Context: an optimization exercise on an open-source flow, tuned for small area and a short achievable clock period. The choices shown serve that exercise and are no tape-out recipe. RTL that was checked went through simulation tests only; none was proved equivalent to the original.

==> inputs of v7 <==
==> flow/design.v (excerpt) <==
module fc_neuron #(
    parameter int unsigned RELU_EN = 0
) (
    input  logic        clk,
    input  logic        rst,
    input  logic [63:0] pooledPixelArray,
    input  logic [63:0] weight,
    output logic [7:0]  result
);
==> module fc_neuron_sat, before the edit <==
module fc_neuron_sat (
    input  logic [19:0] t,
    input  logic [7:0]  u,
    input  logic        rst,
    output logic [7:0]  d
);
    logic [18:8] x, g;
    logic          c, u18, in_range;
    assign x[8] = t[0] ^ t[1];
    assign g[8] = t[0] & t[1];
    assign x[9] = t[2] ^ t[3];
    assign g[9] = t[2] & t[3];
    assign x[10] = t[4] ^ t[5];
    assign g[10] = t[4] & t[5];
    assign x[11] = t[6] ^ t[7];
    assign g[11] = t[6] & t[7];
    assign x[12] = t[8] ^ t[9];
    assign g[12] = t[8] & t[9];
    assign x[13] = t[10] ^ t[11];
    assign g[13] = t[10] & t[11];
    assign x[14] = t[12] ^ t[13];
    assign g[14] = t[12] & t[13];
    assign x[15] = t[14] ^ t[15];
    assign g[15] = t[14] & t[15];
    assign x[16] = t[16] ^ t[17];
    assign g[16] = t[16] & t[17];
    assign x[17] = t[18] ^ t[19];
    assign g[17] = t[18] & t[19];
    assign x[18] = 1'b1;
    assign g[18] = 1'b0;
    assign in_range = &x;
    logic [17:8] g1, p1;
    logic          g2a, p2a, g2b, p2b, g3, g4;
    always_comb begin
        for (int i = 8; i < 18; i += 2) begin
            g1[i+1] = g[i+1] | (x[i+1] & g[i]);
            p1[i+1] = x[i+1] & x[i];
            g1[i]   = g[i];
            p1[i]   = x[i];
        end
        g2a = g1[11] | (p1[11] & g1[9]);
        p2a = p1[11] & p1[9];
        g2b = g1[15] | (p1[15] & g1[13]);
        p2b = p1[15] & p1[13];
        g3  = g2b | (p2b & g2a);
        g4  = g1[17] | (p1[17] & g3);
        c   = g4;
        u18 = x[18] ^ c;
    end
    always_comb begin
        if (rst) begin
            d = 8'h00;
        end else if (in_range) begin
            d = {u[7], ~u[6:0]};
        end else if (!u18) begin
            d = 8'h80;
        end else begin
            d = 8'h7f;
        end
    end
endmodule
export LEC_CHECK = 0
export ABC_AREA = 1
export CAP_MARGIN = 20
export CORE_MARGIN = 2
export CORE_UTILIZATION = 40
export CTS_BUF_LIST = sky130_fd_sc_hd__clkbuf_2 sky130_fd_sc_hd__clkbuf_4
export SLEW_MARGIN = 65
export SYNTH_HIERARCHICAL = 1
export SYNTH_MINIMUM_KEEP_SIZE = 0
create_clock -name core_clock -period 15.0 [get_ports {clk}]
standard.sh (not shown) runs the stock make flow with config.mk's settings and CLKGATE_MAP_FILE= SYNTH_SCRIPT=/design/flow/synth_recipe.tcl, a recipe that flattens the netlist after the stock synthesis.
==> flow/flow/run.sh <==
#!/bin/bash
# Standard ORFS layout, except that the port buffers are the smallest plain
# buffer instead of the delay cell buffer_ports picks by default.
set -euo pipefail
export BUFFER_PORTS_ARGS="-buffer_cell sky130_fd_sc_hd__buf_1"
bash standard.sh > standard.log 2>&1
==> inputs of v12, as changes to v7 <==
--- a/flow/design.v
+++ b/flow/design.v
@@ -1195,29 +1195,47 @@
     fc_neuron_fa u_fs491 (.a(fc485), .b(fs490), .c(fc486), .s(fs491), .co(fc491));
     fc_neuron_fa u_fs492 (.a(fc488), .b(ni_nc93), .c(ni_nc94), .s(fs492), .co(fc492));
     fc_neuron_fa u_fs493 (.a(fc489), .b(fs492), .c(fc490), .s(fs493), .co(fc493));
     logic [18:0] ra, rb;
     assign ra = {1'b1, fc492, fc491, fc487, fc479, fc471, fc455, fc431, fc400, fc362, fc318, fs318, hs269, fs221, fs181, fs149, fs125, fs108, fs98};
     assign rb = {1'b0, fc493, fs493, fs491, fs487, fs479, fs471, fs455, fs431, fs400, fs362, 1'b0, 1'b0, 1'b0, 1'b0, 1'b0, 1'b0, 1'b0, 1'b0};
-    logic [7:0] d;
-    fc_neuron_sat u_sat (
-        .t   ({fc493, fc492, fs493, fc491, fs491, fc487, fs487, fc479, fs479, fc471, fs471, fc455, fs455, fc431, fs431, fc400, fs400, fc362, fs362, fc318}),
-        .u   (ra[7:0]),
-        .rst (rst),
-        .d   (d)
-    );
+    logic [18:8] x, g;
+    logic [7:0]    u;
+    logic          c, u18;
+    logic          in_range;
+    always_comb begin
+        x = ra[18:8] ^ rb[18:8];
+        g = ra[18:8] & rb[18:8];
+        u = ra[7:0];
+        in_range = &x;
+        c = 1'b0;
+        for (int i = 8; i < 18; i++) begin
+            c = g[i] | (x[i] & c);
+        end
+        u18 = x[18] ^ c;
+    end
     logic [7:0] score;
     logic [7:0] result_q;
     always_comb begin
-        score = d;
+        if (in_range) begin
+            score = {u[7], ~u[6:0]};
+        end else if (!u18) begin
+            score = 8'h80;
+        end else begin
+            score = 8'h7f;
+        end
         if ((RELU_EN != 0) && score[7]) begin
             score = 8'h00;
         end
     end
     always_ff @(posedge clk) begin
-        result_q <= score;
+        if (rst) begin
+            result_q <= 8'h00;
+        end else begin
+            result_q <= score;
+        end
     end
     assign result = result_q;
 endmodule
 module fc_neuron_fa (
     input  logic a,
     input  logic b,
@@ -1241,67 +1259,6 @@
     output logic s,
     output logic co
 );
     assign s  = a ^ b;
     assign co = a & b;
 endmodule
-module fc_neuron_sat (
-    input  logic [19:0] t,
-    input  logic [7:0]  u,
-    input  logic        rst,
-    output logic [7:0]  d
-);
-    logic [18:8] x, g;
-    logic          c, u18, in_range;
-    assign x[8] = t[0] ^ t[1];
-    assign g[8] = t[0] & t[1];
-    assign x[9] = t[2] ^ t[3];
-    assign g[9] = t[2] & t[3];
-    assign x[10] = t[4] ^ t[5];
-    assign g[10] = t[4] & t[5];
-    assign x[11] = t[6] ^ t[7];
-    assign g[11] = t[6] & t[7];
-    assign x[12] = t[8] ^ t[9];
-    assign g[12] = t[8] & t[9];
-    assign x[13] = t[10] ^ t[11];
-    assign g[13] = t[10] & t[11];
-    assign x[14] = t[12] ^ t[13];
-    assign g[14] = t[12] & t[13];
-    assign x[15] = t[14] ^ t[15];
-    assign g[15] = t[14] & t[15];
-    assign x[16] = t[16] ^ t[17];
-    assign g[16] = t[16] & t[17];
-    assign x[17] = t[18] ^ t[19];
-    assign g[17] = t[18] & t[19];
-    assign x[18] = 1'b1;
-    assign g[18] = 1'b0;
-    assign in_range = &x;
-    logic [17:8] g1, p1;
-    logic          g2a, p2a, g2b, p2b, g3, g4;
-    always_comb begin
-        for (int i = 8; i < 18; i += 2) begin
-            g1[i+1] = g[i+1] | (x[i+1] & g[i]);
-            p1[i+1] = x[i+1] & x[i];
-            g1[i]   = g[i];
-            p1[i]   = x[i];
-        end
-        g2a = g1[11] | (p1[11] & g1[9]);
-        p2a = p1[11] & p1[9];
-        g2b = g1[15] | (p1[15] & g1[13]);
-        p2b = p1[15] & p1[13];
-        g3  = g2b | (p2b & g2a);
-        g4  = g1[17] | (p1[17] & g3);
-        c   = g4;
-        u18 = x[18] ^ c;
-    end
-    always_comb begin
-        if (rst) begin
-            d = 8'h00;
-        end else if (in_range) begin
-            d = {u[7], ~u[6:0]};
-        end else if (!u18) begin
-            d = 8'h80;
-        end else begin
-            d = 8'h7f;
-        end
-    end
-endmodule
ABC_AREA = 0   (was 1)
SLEW_MARGIN = 20   (was 65)
==> inputs of v29, as changes to v7 <==
--- a/flow/design.v
+++ b/flow/design.v
@@ -1272,28 +1272,17 @@
     assign g[16] = t[16] & t[17];
     assign x[17] = t[18] ^ t[19];
     assign g[17] = t[18] & t[19];
     assign x[18] = 1'b1;
     assign g[18] = 1'b0;
     assign in_range = &x;
-    logic [17:8] g1, p1;
-    logic          g2a, p2a, g2b, p2b, g3, g4;
     always_comb begin
-        for (int i = 8; i < 18; i += 2) begin
-            g1[i+1] = g[i+1] | (x[i+1] & g[i]);
-            p1[i+1] = x[i+1] & x[i];
-            g1[i]   = g[i];
-            p1[i]   = x[i];
+        c = 1'b0;
+        for (int i = 8; i < 18; i++) begin
+            c = g[i] | (x[i] & c);
         end
-        g2a = g1[11] | (p1[11] & g1[9]);
-        p2a = p1[11] & p1[9];
-        g2b = g1[15] | (p1[15] & g1[13]);
-        p2b = p1[15] & p1[13];
-        g3  = g2b | (p2b & g2a);
-        g4  = g1[17] | (p1[17] & g3);
-        c   = g4;
         u18 = x[18] ^ c;
     end
     always_comb begin
         if (rst) begin
             d = 8'h00;
         end else if (in_range) begin
SLEW_MARGIN = 20   (was 65)
==> inputs of v38, as changes to v7 <==
--- a/flow/design.v
+++ b/flow/design.v
@@ -1195,29 +1195,47 @@
     fc_neuron_fa u_fs491 (.a(fc485), .b(fs490), .c(fc486), .s(fs491), .co(fc491));
     fc_neuron_fa u_fs492 (.a(fc488), .b(ni_nc93), .c(ni_nc94), .s(fs492), .co(fc492));
     fc_neuron_fa u_fs493 (.a(fc489), .b(fs492), .c(fc490), .s(fs493), .co(fc493));
     logic [18:0] ra, rb;
     assign ra = {1'b1, fc492, fc491, fc487, fc479, fc471, fc455, fc431, fc400, fc362, fc318, fs318, hs269, fs221, fs181, fs149, fs125, fs108, fs98};
     assign rb = {1'b0, fc493, fs493, fs491, fs487, fs479, fs471, fs455, fs431, fs400, fs362, 1'b0, 1'b0, 1'b0, 1'b0, 1'b0, 1'b0, 1'b0, 1'b0};
-    logic [7:0] d;
-    fc_neuron_sat u_sat (
-        .t   ({fc493, fc492, fs493, fc491, fs491, fc487, fs487, fc479, fs479, fc471, fs471, fc455, fs455, fc431, fs431, fc400, fs400, fc362, fs362, fc318}),
-        .u   (ra[7:0]),
-        .rst (rst),
-        .d   (d)
-    );
+    logic [18:8] x, g;
+    logic [7:0]    u;
+    logic          c, u18;
+    logic          in_range;
+    always_comb begin
+        x = ra[18:8] ^ rb[18:8];
+        g = ra[18:8] & rb[18:8];
+        u = ra[7:0];
+        in_range = &x;
+        c = 1'b0;
+        for (int i = 8; i < 18; i++) begin
+            c = g[i] | (x[i] & c);
+        end
+        u18 = x[18] ^ c;
+    end
     logic [7:0] score;
     logic [7:0] result_q;
     always_comb begin
-        score = d;
+        if (in_range) begin
+            score = {u[7], ~u[6:0]};
+        end else if (!u18) begin
+            score = 8'h80;
+        end else begin
+            score = 8'h7f;
+        end
         if ((RELU_EN != 0) && score[7]) begin
             score = 8'h00;
         end
     end
     always_ff @(posedge clk) begin
-        result_q <= score;
+        if (rst) begin
+            result_q <= 8'h00;
+        end else begin
+            result_q <= score;
+        end
     end
     assign result = result_q;
 endmodule
 module fc_neuron_fa (
     input  logic a,
     input  logic b,
@@ -1241,67 +1259,6 @@
     output logic s,
     output logic co
 );
     assign s  = a ^ b;
     assign co = a & b;
 endmodule
-module fc_neuron_sat (
-    input  logic [19:0] t,
-    input  logic [7:0]  u,
-    input  logic        rst,
-    output logic [7:0]  d
-);
-    logic [18:8] x, g;
-    logic          c, u18, in_range;
-    assign x[8] = t[0] ^ t[1];
-    assign g[8] = t[0] & t[1];
-    assign x[9] = t[2] ^ t[3];
-    assign g[9] = t[2] & t[3];
-    assign x[10] = t[4] ^ t[5];
-    assign g[10] = t[4] & t[5];
-    assign x[11] = t[6] ^ t[7];
-    assign g[11] = t[6] & t[7];
-    assign x[12] = t[8] ^ t[9];
-    assign g[12] = t[8] & t[9];
-    assign x[13] = t[10] ^ t[11];
-    assign g[13] = t[10] & t[11];
-    assign x[14] = t[12] ^ t[13];
-    assign g[14] = t[12] & t[13];
-    assign x[15] = t[14] ^ t[15];
-    assign g[15] = t[14] & t[15];
-    assign x[16] = t[16] ^ t[17];
-    assign g[16] = t[16] & t[17];
-    assign x[17] = t[18] ^ t[19];
-    assign g[17] = t[18] & t[19];
-    assign x[18] = 1'b1;
-    assign g[18] = 1'b0;
-    assign in_range = &x;
-    logic [17:8] g1, p1;
-    logic          g2a, p2a, g2b, p2b, g3, g4;
-    always_comb begin
-        for (int i = 8; i < 18; i += 2) begin
-            g1[i+1] = g[i+1] | (x[i+1] & g[i]);
-            p1[i+1] = x[i+1] & x[i];
-            g1[i]   = g[i];
-            p1[i]   = x[i];
-        end
-        g2a = g1[11] | (p1[11] & g1[9]);
-        p2a = p1[11] & p1[9];
-        g2b = g1[15] | (p1[15] & g1[13]);
-        p2b = p1[15] & p1[13];
-        g3  = g2b | (p2b & g2a);
-        g4  = g1[17] | (p1[17] & g3);
-        c   = g4;
-        u18 = x[18] ^ c;
-    end
-    always_comb begin
-        if (rst) begin
-            d = 8'h00;
-        end else if (in_range) begin
-            d = {u[7], ~u[6:0]};
-        end else if (!u18) begin
-            d = 8'h80;
-        end else begin
-            d = 8'h7f;
-        end
-    end
-endmodule
SLEW_MARGIN = 20   (was 65)
==> qor summary <==
quantity	v7	v12	v38	v29
Pre-CTS setup slack	5.88 ns	5.44 ns	5.65 ns	5.68 ns
Global-route met1 utilization	35.6%	37.9%	38.1%	36.6%
Mapped Avg Cell Area	10.7 um2	10.6 um2	10.4 um2	10.7 um2
Post-synth top area share	71.8%	75.0%	74.7%	71.8%
WL final	44600 um	44700 um	44100 um	44400 um
Multi-Input Combinational	1060	1054	1057	1060
Transition time at the pin with the least slew margin	0.545 ns	0.942 ns	0.719 ns	0.746 ns
Final core utilization	41.2%	42.6%	42.6%	40.7%
Largest net degree at the start of global routing	9	9	10	9
Run status	no timing/DRC/antenna violations	no timing/DRC/antenna violations	no timing/DRC/antenna violations	no timing/DRC/antenna violations
Core area	33400 um2	31700 um2	31700 um2	33400 um2
Share of cell area taken by multi-input logic gates	88.1%	90.0%	89.5%	88.9%
First-pass GRT wire length	68000 um	66300 um	66200 um	67100 um
No functional check of the RTL was part of v12, v29 and v38.

========
==> juniper: inputs <==
fc_neuron again, from the RTL that the note above started with.
==> flow/config.mk <==
export PLATFORM = sky130hd
export DESIGN_NAME = fc_neuron
export DESIGN_NICKNAME = fc_neuron
export VERILOG_FILES = /design/flow/design.v
export SDC_FILE = /design/flow/constraint.sdc
export NUM_CORES = 4
export LEC_CHECK = 0
export ABC_AREA = 1
export CAP_MARGIN = 20
export CORE_MARGIN = 2
export CORE_UTILIZATION = 40
export CTS_BUF_LIST = sky130_fd_sc_hd__clkbuf_2 sky130_fd_sc_hd__clkbuf_4
export PLACE_DENSITY = 0.8
export SLEW_MARGIN = 20
export SYNTH_HIERARCHICAL = 1
export SYNTH_MINIMUM_KEEP_SIZE = 0
==> flow/constraint.sdc <==
create_clock -name core_clock -period 15.0 [get_ports {clk}]
set_input_delay 3.0000 -clock core_clock [delete_from_list [all_inputs] [get_ports {clk}]]
set_output_delay 3.0000 -clock core_clock [all_outputs]
set_load 0.01 [all_outputs]
Scripts as last shown in full above: flow/flow/run.sh
==> xenon (differences from juniper) <==
--- a/flow/design.v
+++ b/flow/design.v
@@ -1195,29 +1195,47 @@
     fc_neuron_fa u_fs491 (.a(fc485), .b(fs490), .c(fc486), .s(fs491), .co(fc491));
     fc_neuron_fa u_fs492 (.a(fc488), .b(ni_nc93), .c(ni_nc94), .s(fs492), .co(fc492));
     fc_neuron_fa u_fs493 (.a(fc489), .b(fs492), .c(fc490), .s(fs493), .co(fc493));
     logic [18:0] ra, rb;
     assign ra = {1'b1, fc492, fc491, fc487, fc479, fc471, fc455, fc431, fc400, fc362, fc318, fs318, hs269, fs221, fs181, fs149, fs125, fs108, fs98};
     assign rb = {1'b0, fc493, fs493, fs491, fs487, fs479, fs471, fs455, fs431, fs400, fs362, 1'b0, 1'b0, 1'b0, 1'b0, 1'b0, 1'b0, 1'b0, 1'b0};
-    logic [7:0] d;
-    fc_neuron_sat u_sat (
-        .t   ({fc493, fc492, fs493, fc491, fs491, fc487, fs487, fc479, fs479, fc471, fs471, fc455, fs455, fc431, fs431, fc400, fs400, fc362, fs362, fc318}),
-        .u   (ra[7:0]),
-        .rst (rst),
-        .d   (d)
-    );
+    logic [18:8] x, g;
+    logic [7:0]    u;
+    logic          c, u18;
+    logic          in_range;
+    always_comb begin
+        x = ra[18:8] ^ rb[18:8];
+        g = ra[18:8] & rb[18:8];
+        u = ra[7:0];
+        in_range = &x;
+        c = 1'b0;
+        for (int i = 8; i < 18; i++) begin
+            c = g[i] | (x[i] & c);
+        end
+        u18 = x[18] ^ c;
+    end
     logic [7:0] score;
     logic [7:0] result_q;
     always_comb begin
-        score = d;
+        if (in_range) begin
+            score = {u[7], ~u[6:0]};
+        end else if (!u18) begin
+            score = 8'h80;
+        end else begin
+            score = 8'h7f;
+        end
         if ((RELU_EN != 0) && score[7]) begin
             score = 8'h00;
         end
     end
     always_ff @(posedge clk) begin
-        result_q <= score;
+        if (rst) begin
+            result_q <= 8'h00;
+        end else begin
+            result_q <= score;
+        end
     end
     assign result = result_q;
 endmodule
 module fc_neuron_fa (
     input  logic a,
     input  logic b,
@@ -1241,67 +1259,6 @@
     output logic s,
     output logic co
 );
     assign s  = a ^ b;
     assign co = a & b;
 endmodule
-module fc_neuron_sat (
-    input  logic [19:0] t,
-    input  logic [7:0]  u,
-    input  logic        rst,
-    output logic [7:0]  d
-);
-    logic [18:8] x, g;
-    logic          c, u18, in_range;
-    assign x[8] = t[0] ^ t[1];
-    assign g[8] = t[0] & t[1];
-    assign x[9] = t[2] ^ t[3];
-    assign g[9] = t[2] & t[3];
-    assign x[10] = t[4] ^ t[5];
-    assign g[10] = t[4] & t[5];
-    assign x[11] = t[6] ^ t[7];
-    assign g[11] = t[6] & t[7];
-    assign x[12] = t[8] ^ t[9];
-    assign g[12] = t[8] & t[9];
-    assign x[13] = t[10] ^ t[11];
-    assign g[13] = t[10] & t[11];
-    assign x[14] = t[12] ^ t[13];
-    assign g[14] = t[12] & t[13];
-    assign x[15] = t[14] ^ t[15];
-    assign g[15] = t[14] & t[15];
-    assign x[16] = t[16] ^ t[17];
-    assign g[16] = t[16] & t[17];
-    assign x[17] = t[18] ^ t[19];
-    assign g[17] = t[18] & t[19];
-    assign x[18] = 1'b1;
-    assign g[18] = 1'b0;
-    assign in_range = &x;
-    logic [17:8] g1, p1;
-    logic          g2a, p2a, g2b, p2b, g3, g4;
-    always_comb begin
-        for (int i = 8; i < 18; i += 2) begin
-            g1[i+1] = g[i+1] | (x[i+1] & g[i]);
-            p1[i+1] = x[i+1] & x[i];
-            g1[i]   = g[i];
-            p1[i]   = x[i];
-        end
-        g2a = g1[11] | (p1[11] & g1[9]);
-        p2a = p1[11] & p1[9];
-        g2b = g1[15] | (p1[15] & g1[13]);
-        p2b = p1[15] & p1[13];
-        g3  = g2b | (p2b & g2a);
-        g4  = g1[17] | (p1[17] & g3);
-        c   = g4;
-        u18 = x[18] ^ c;
-    end
-    always_comb begin
-        if (rst) begin
-            d = 8'h00;
-        end else if (in_range) begin
-            d = {u[7], ~u[6:0]};
-        end else if (!u18) begin
-            d = 8'h80;
-        end else begin
-            d = 8'h7f;
-        end
-    end
-endmodule
==> flow/flow/run.sh (replaced) <==
#!/bin/bash
# Standard ORFS layout, except that:
# - the port buffers are the smallest plain buffer instead of the delay cell
#   buffer_ports picks by default;
# - the resizer's timing repair aims for 6.5 ns of setup slack, so that it
#   sizes up the critical paths although the design meets the clock.
set -euo pipefail
export BUFFER_PORTS_ARGS="-buffer_cell sky130_fd_sc_hd__buf_1"
export SETUP_SLACK_MARGIN=6.5
bash standard.sh > standard.log 2>&1
- PLACE_DENSITY: 0.8 -> not set
==> umber (differences from juniper) <==
--- a/flow/design.v
+++ b/flow/design.v
@@ -1272,28 +1272,17 @@
     assign g[16] = t[16] & t[17];
     assign x[17] = t[18] ^ t[19];
     assign g[17] = t[18] & t[19];
     assign x[18] = 1'b1;
     assign g[18] = 1'b0;
     assign in_range = &x;
-    logic [17:8] g1, p1;
-    logic          g2a, p2a, g2b, p2b, g3, g4;
     always_comb begin
-        for (int i = 8; i < 18; i += 2) begin
-            g1[i+1] = g[i+1] | (x[i+1] & g[i]);
-            p1[i+1] = x[i+1] & x[i];
-            g1[i]   = g[i];
-            p1[i]   = x[i];
+        c = 1'b0;
+        for (int i = 8; i < 18; i++) begin
+            c = g[i] | (x[i] & c);
         end
-        g2a = g1[11] | (p1[11] & g1[9]);
-        p2a = p1[11] & p1[9];
-        g2b = g1[15] | (p1[15] & g1[13]);
-        p2b = p1[15] & p1[13];
-        g3  = g2b | (p2b & g2a);
-        g4  = g1[17] | (p1[17] & g3);
-        c   = g4;
         u18 = x[18] ^ c;
     end
     always_comb begin
         if (rst) begin
             d = 8'h00;
         end else if (in_range) begin
- ABC_AREA: 1 -> 0
- PLACE_DENSITY: 0.8 -> not set
==> impl_metrics.ini <==
[layout]
clk_share = 0.00166

[synthesis]
synthesis.nets = 1900
synth_top_area_share = 0.718
synth-compound-area-share = 0.00148
syn_avg_cell_area_um2 = 10.7

[die]
die_y_um = 188

[outcome]
status = complete, no violations
[end of results for juniper]
==> impl_metrics.ini <==
[die]
ios = 138
die_y_um = 184

[outcome]
status = complete, no violations

[synthesis]
synth_edf_count = 0
synthesis.nets = 1891
yosys_warnings = 7
synth-compound-area-share = 0.00482
syn_avg_cell_area_um2 = 10.4

[layout]
fillCellCount = 2822
clk_share = 0.00145
num-nonclk-buffers = 141

[timing]
setup_violations = 0
[end of results for xenon]
==> impl_metrics.ini <==
[synthesis]
synth-compound-area-share = 0.0120
syn_avg_cell_area_um2 = 10.8
synthesis.nets = 1845
synth_top_area_share = 0.743

[outcome]
status = complete, no violations

[layout]
clk_share = 0.00166

[die]
die_y_um = 185
[end of results for umber]
No functional check of the RTL was part of xenon and umber.

-- static timing again, ports no longer ideal --
Ports are ideal in the flow. The routed layouts listed here were re-timed in OpenROAD. Step 1 (the two cells are an assumption about what drives the block):
set clk [get_ports {clk}]
set_driving_cell -lib_cell sky130_fd_sc_hd__clkbuf_16 $clk
set_driving_cell -lib_cell sky130_fd_sc_hd__buf_2 [delete_from_list [all_inputs] $clk]
Step 2 moves the port delays by t, midway between the first and last clock arrival at a register: inputs arrive t later, outputs are due t later. That takes back most of the time a late clock gives input paths. a / b / c = ideal ports / drivers / drivers and shift; a / b = the first two.
run	shift t [ns]	setup WS [ns]	worst slew at a driven data input, ns
v7	0.263	6.139 / 6.132 / 5.869	0.04
v12	0.267	5.563 / 5.553 / 5.286	0.05
v29	0.268	5.922 / 5.915 / 5.647	0.04
v38	0.270	5.854 / 5.837 / 5.567	0.04
juniper	0.273	5.961 / 5.949 / 5.676	0.04
xenon	0.263	6.558 / 6.498 / 6.235	0.08
umber	0.265	5.424 / 5.412 / 5.147	0.04
After both steps every run listed still meets setup and hold. The setup slack of xenon, which loses most, moves by -0.060 ns with the drivers and by -0.323 ns with both steps.
